This is an optimization exercise on Yosys and OpenROAD, whose aim is small area and a short achievable clock period, not a production implementation.
The RTL was checked by simulation tests, not by an equivalence proof against the original design.
Power and IR drop assume default switching activity.

==> flow/design.v (excerpt) <==
module snoop_fifo_param #(
    parameter int unsigned WIDTH   = 64,
    parameter int unsigned DEPTH   = 48,
    parameter int unsigned KEY_W   = 16,
    parameter int unsigned KEY_LSB = 0,
    parameter int unsigned AW      = $clog2(DEPTH)
) (
    input  logic             clk,
    input  logic             rst,
    input  logic [WIDTH-1:0] wdata,
    input  logic             wvalid,
    output logic             wready,
    output logic [WIDTH-1:0] rdata,
    output logic             rvalid,
    input  logic             rready,
    input  logic [KEY_W-1:0] sdata,
    input  logic             svalid,
    output logic             sresp_valid,
    output logic             smatch,
    output logic [AW-1:0]    sage,
    output logic [AW:0]      shits,
    output logic [AW:0]      count
);
==> flow/config.mk <==
export PLATFORM = sky130hd
export DESIGN_NAME = snoop_fifo_param
export DESIGN_NICKNAME = snoop_fifo_param
export VERILOG_FILES = /design/flow/design.v
export SDC_FILE = /design/flow/constraint.sdc
export NUM_CORES = 4
export LEC_CHECK = 0
export CAP_MARGIN = 20
export CORE_MARGIN = 2
export CORE_UTILIZATION = 60
export CTS_CLUSTER_SIZE = 30
export SLEW_MARGIN = 20
export SYNTH_HIERARCHICAL = 1
==> flow/constraint.sdc <==
create_clock -name core_clock -period 140.0 [get_ports {clk}]
set_input_delay 28.0000 -clock core_clock [delete_from_list [all_inputs] [get_ports {clk}]]
set_output_delay 28.0000 -clock core_clock [all_outputs]
set_load 0.01 [all_outputs]
standard.sh (not shown) runs the stock make flow with config.mk's settings and CLKGATE_MAP_FILE= SYNTH_SCRIPT=/design/flow/synth_recipe.tcl, a recipe that flattens the netlist after the stock synthesis.
==> flow/flow/run.sh <==
#!/bin/bash
# The standard layout (standard.sh: the ORFS flow and synthesis, unchanged steps),
# with two make settings that only change how hard the tools work:
#  - BUFFER_PORTS_ARGS: the port buffers are buf_2 cells rather than the default delay cells.
# make's full output goes to standard.log; ORFS keeps each step's own log under orfs/logs/.
set -euo pipefail
cd "$(dirname "$0")/.."
bash standard.sh SETUP_SLACK_MARGIN=109 "BUFFER_PORTS_ARGS=-buffer_cell sky130_fd_sc_hd__buf_2" finish > standard.log 2>&1
Change:
==> flow/run.sh (new file) <==
#!/bin/bash
# synth_recipe.tcl (not shown) runs the flow's synth.tcl, then flattens the netlist and writes it again
# the make line also repeats each setting of config.mk as NAME=value (left out here)
make -C /OpenROAD-flow-scripts/flow DESIGN_CONFIG=/design/flow/config.mk WORK_HOME=/design/flow/orfs CLKGATE_MAP_FILE= SYNTH_SCRIPT=/design/flow/synth_recipe.tcl finish
removed: flow/flow/run.sh
removed: flow/standard.sh
What happened: Setup slack got worse by 2.8 ns. Global-route usage went down by 2.1 points. Wire length goes down by a few percent. Synthesized cell count does not change. Design area went down by a few percent. Critical path depth fell by 8.

---

Setup of build 2:
Another version of the RTL of snoop_fifo_param (not shown whole).
Size: roughly 6100 cells after synthesis, about 3100 flip-flops.
==> flow/design.v (excerpt) <==
module snoop_fifo_param #(
    parameter int unsigned WIDTH   = 64,
    parameter int unsigned DEPTH   = 48,
    parameter int unsigned KEY_W   = 16,
    parameter int unsigned KEY_LSB = 0,
    parameter int unsigned AW      = $clog2(DEPTH)
) (
    input  logic             clk,
    input  logic             rst,
    input  logic [WIDTH-1:0] wdata,
    input  logic             wvalid,
    output logic             wready,
    output logic [WIDTH-1:0] rdata,
    output logic             rvalid,
    input  logic             rready,
    input  logic [KEY_W-1:0] sdata,
    input  logic             svalid,
    output logic             sresp_valid,
    output logic             smatch,
    output logic [AW-1:0]    sage,
    output logic [AW:0]      shits,
    output logic [AW:0]      count
);
    localparam int unsigned NG = DEPTH / 3;     
    localparam int unsigned NK = KEY_W / 4;     
    localparam int unsigned GS = 16;            
    localparam int unsigned NGR = DEPTH / GS;   
    localparam int unsigned CW = 5;             
    localparam int unsigned IW = 4;             
    logic [DEPTH-2:0][WIDTH-1:0] mem;      
    logic                        push;
    logic                        pop;
    logic [DEPTH-1:0]            sel;
    logic [DEPTH-1:0][WIDTH-1:0] src;
    logic [WIDTH-1:0]            rd_d;
    logic [WIDTH-1:0]            rd_q;
    logic [DEPTH-1:0][KEY_W-1:0] key;
    logic [DEPTH-1:0]            occ;
    logic [DEPTH-1:0]            eq;
    logic [NGR-1:0][CW-1:0]      grp_cnt, cnt_q;
    logic [NGR-1:0][IW-1:0]      grp_idx;
    logic [NGR-1:0]              grp_any;
    logic [NGR-1:0][AW-1:0]      grp_age;
    logic [AW-1:0]               age_d, age_q;
    logic [AW:0]                 count_d;
    assign push = wvalid & wready;
    assign pop  = rvalid & rready;
    always_comb begin
        case ({push, pop})
            2'b10:   count_d = count + (AW+1)'(1);
            2'b01:   count_d = count - (AW+1)'(1);
            default: count_d = count;
        endcase
    end
    always_ff @(posedge clk or posedge rst) begin
        if (rst) begin
            count  <= '0;
            wready <= 1'b1;
            rvalid <= 1'b0;
        end else begin
            count  <= count_d;
            wready <= (count_d != (AW+1)'(DEPTH));
            rvalid <= (count_d != '0);
        end
    end
    for (genvar i = 0; i < DEPTH - 1; i++) begin : g_mem
  ...
Settings: LEC_CHECK=0, CAP_MARGIN=20, CORE_MARGIN=2, CORE_UTILIZATION=60, CTS_CLUSTER_DIAMETER=100, CTS_CLUSTER_SIZE=24, SLEW_MARGIN=20, SYNTH_HIERARCHICAL=1, TNS_END_PERCENT=5; clock period 140.0 ns.
==> flow/flow/run.sh <==
#!/bin/bash
# The standard layout (standard.sh: the ORFS flow and synthesis, unchanged steps),
# with two make settings that only change how hard the tools work:
#  - SETUP_SLACK_MARGIN: repair_timing keeps improving the worst paths until their slack under
#    the design's own constraints is at least this much (the SDC and clock period are
#    unchanged); TNS_END_PERCENT in config.mk keeps it to the worst few endpoints;
#  - BUFFER_PORTS_ARGS: the port buffers are buf_2 cells rather than the default delay cells.
# make's full output goes to standard.log; ORFS keeps each step's own log under orfs/logs/.
set -euo pipefail
cd "$(dirname "$0")/.."
bash standard.sh SETUP_SLACK_MARGIN=110 "BUFFER_PORTS_ARGS=-buffer_cell sky130_fd_sc_hd__buf_2" finish > standard.log 2>&1
> inputs changed (build 2 -> build 11)
Settings: CORE_UTILIZATION changed from 60 to 68; TNS_END_PERCENT removed (was 5).
==> flow/run.sh (new file) <==
#!/bin/bash
# synth_recipe.tcl (not shown) runs the flow's synth.tcl, then flattens the netlist and writes it again
# the make line also repeats each setting of config.mk as NAME=value (left out here)
make -C /OpenROAD-flow-scripts/flow DESIGN_CONFIG=/design/flow/config.mk WORK_HOME=/design/flow/orfs CLKGATE_MAP_FILE= SYNTH_SCRIPT=/design/flow/synth_recipe.tcl finish
removed: flow/flow/run.sh
removed: flow/standard.sh
==> comparison <==
Build 11: no failed stages, no open violations at the end. The run showing the greater area added between synthesis and finish is build 2. The tapcell count number comes out higher for build 2 vs build 11. Build 11 gives less switching part of the total power than build 2 did. Re combinational power: build 2 was higher than build 11.
Input-level comparison between build 7 and build 11:
Settings: putting TNS_END_PERCENT at 2 where nothing was set.
==> flow/flow/run.sh (new file) <==
#!/bin/bash
# The standard layout (standard.sh: the ORFS flow and synthesis, unchanged steps),
# with two make settings that only change how hard the tools work:
#  - SETUP_SLACK_MARGIN: repair_timing keeps improving the worst paths until their slack under
#    the design's own constraints is at least this much (the SDC and clock period are
#    unchanged); TNS_END_PERCENT in config.mk keeps it to the worst few endpoints;
#  - BUFFER_PORTS_ARGS: the port buffers are buf_2 cells rather than the default delay cells.
# make's full output goes to standard.log; ORFS keeps each step's own log under orfs/logs/.
set -euo pipefail
cd "$(dirname "$0")/.."
bash standard.sh SETUP_SLACK_MARGIN=110 "BUFFER_PORTS_ARGS=-buffer_cell sky130_fd_sc_hd__buf_2" finish > standard.log 2>&1
==> flow/standard.sh (new file) <==
#!/bin/bash
# synth_recipe.tcl (not shown) runs the flow's synth.tcl, then flattens the netlist and writes it again
# the make line also repeats each setting of config.mk as NAME=value (left out here)
make -C /OpenROAD-flow-scripts/flow DESIGN_CONFIG=/design/flow/config.mk WORK_HOME=/design/flow/orfs CLKGATE_MAP_FILE= SYNTH_SCRIPT=/design/flow/synth_recipe.tcl "${@:-finish}"
removed: flow/run.sh
## What came out
When build 7 is set beside build 11, its share of power burned in the clock network turns out to be 0.2 points smaller. On build 7: hold slack is 0.019 ns lower than what build 11 gave. Summary — aggregate routed wire length, build 7 relative to build 11: higher, by 14000 um. On via count, build 11 beats build 7. As of build 7, final routed wire length divided by cell count had risen by a few percent compared to build 11. NOTE non-filler instance count after layout build 11->build 7 increased slightly.
The inputs of build 55 differ from those of build 7 as listed below.
Settings: swapping 24 for 26 in CTS_CLUSTER_SIZE; swapping 2 for 5 in TNS_END_PERCENT; swapping 68 for 60 in CORE_UTILIZATION.
### Flow results
- The flow did not stop early for build 55: all stages ran, and the layout cleared the timing, design-rule and antenna checks.
- Build 55 vs. build 7: met2 layer usage reported by global route went down; number of global-route vias before repair went down; total routing usage reported by global routing went down; combinational fraction of design power went up.

separate check: timing with driven ports:
The results above use ideal ports. As a check the final layouts listed here were re-extracted and re-timed, cells and wires unchanged. Step 1 assumes that a clkbuf_16 drives the clock port and a buf_2 every other input. Step 2 also shifts input and output timing later by t, the mid clock arrival at the registers, as if the neighbouring blocks saw the same clock. a / b / c = no drivers / after step 1 / after step 2; a / b = the first two.
run	t (ns)	slack for setup (ns)	clock arrival spread, ns	worst slew at a driven data input, ns
the first run of note 1	1.008	108.363 / 108.381 / 107.372	0.067 / 0.067	0.17
the second run of note 1	1.008	105.565 / 105.626 / 104.618	0.049 / 0.048	0.16
build 2	0.912	109.003 / 108.996 / 108.145	0.038 / 0.038	0.06
build 11	0.895	108.060 / 108.128 / 107.233	0.035 / 0.035	0.04
build 7	0.919	108.983 / 109.017 / 108.098	0.042 / 0.042	0.07
build 55	0.906	109.010 / 108.999 / 108.155	0.032 / 0.032	0.07
After both steps every run listed still meets setup and hold. The setup slack of the first run of note 1, which loses most, moves by +0.018 ns with the drivers and by -0.991 ns with both steps.
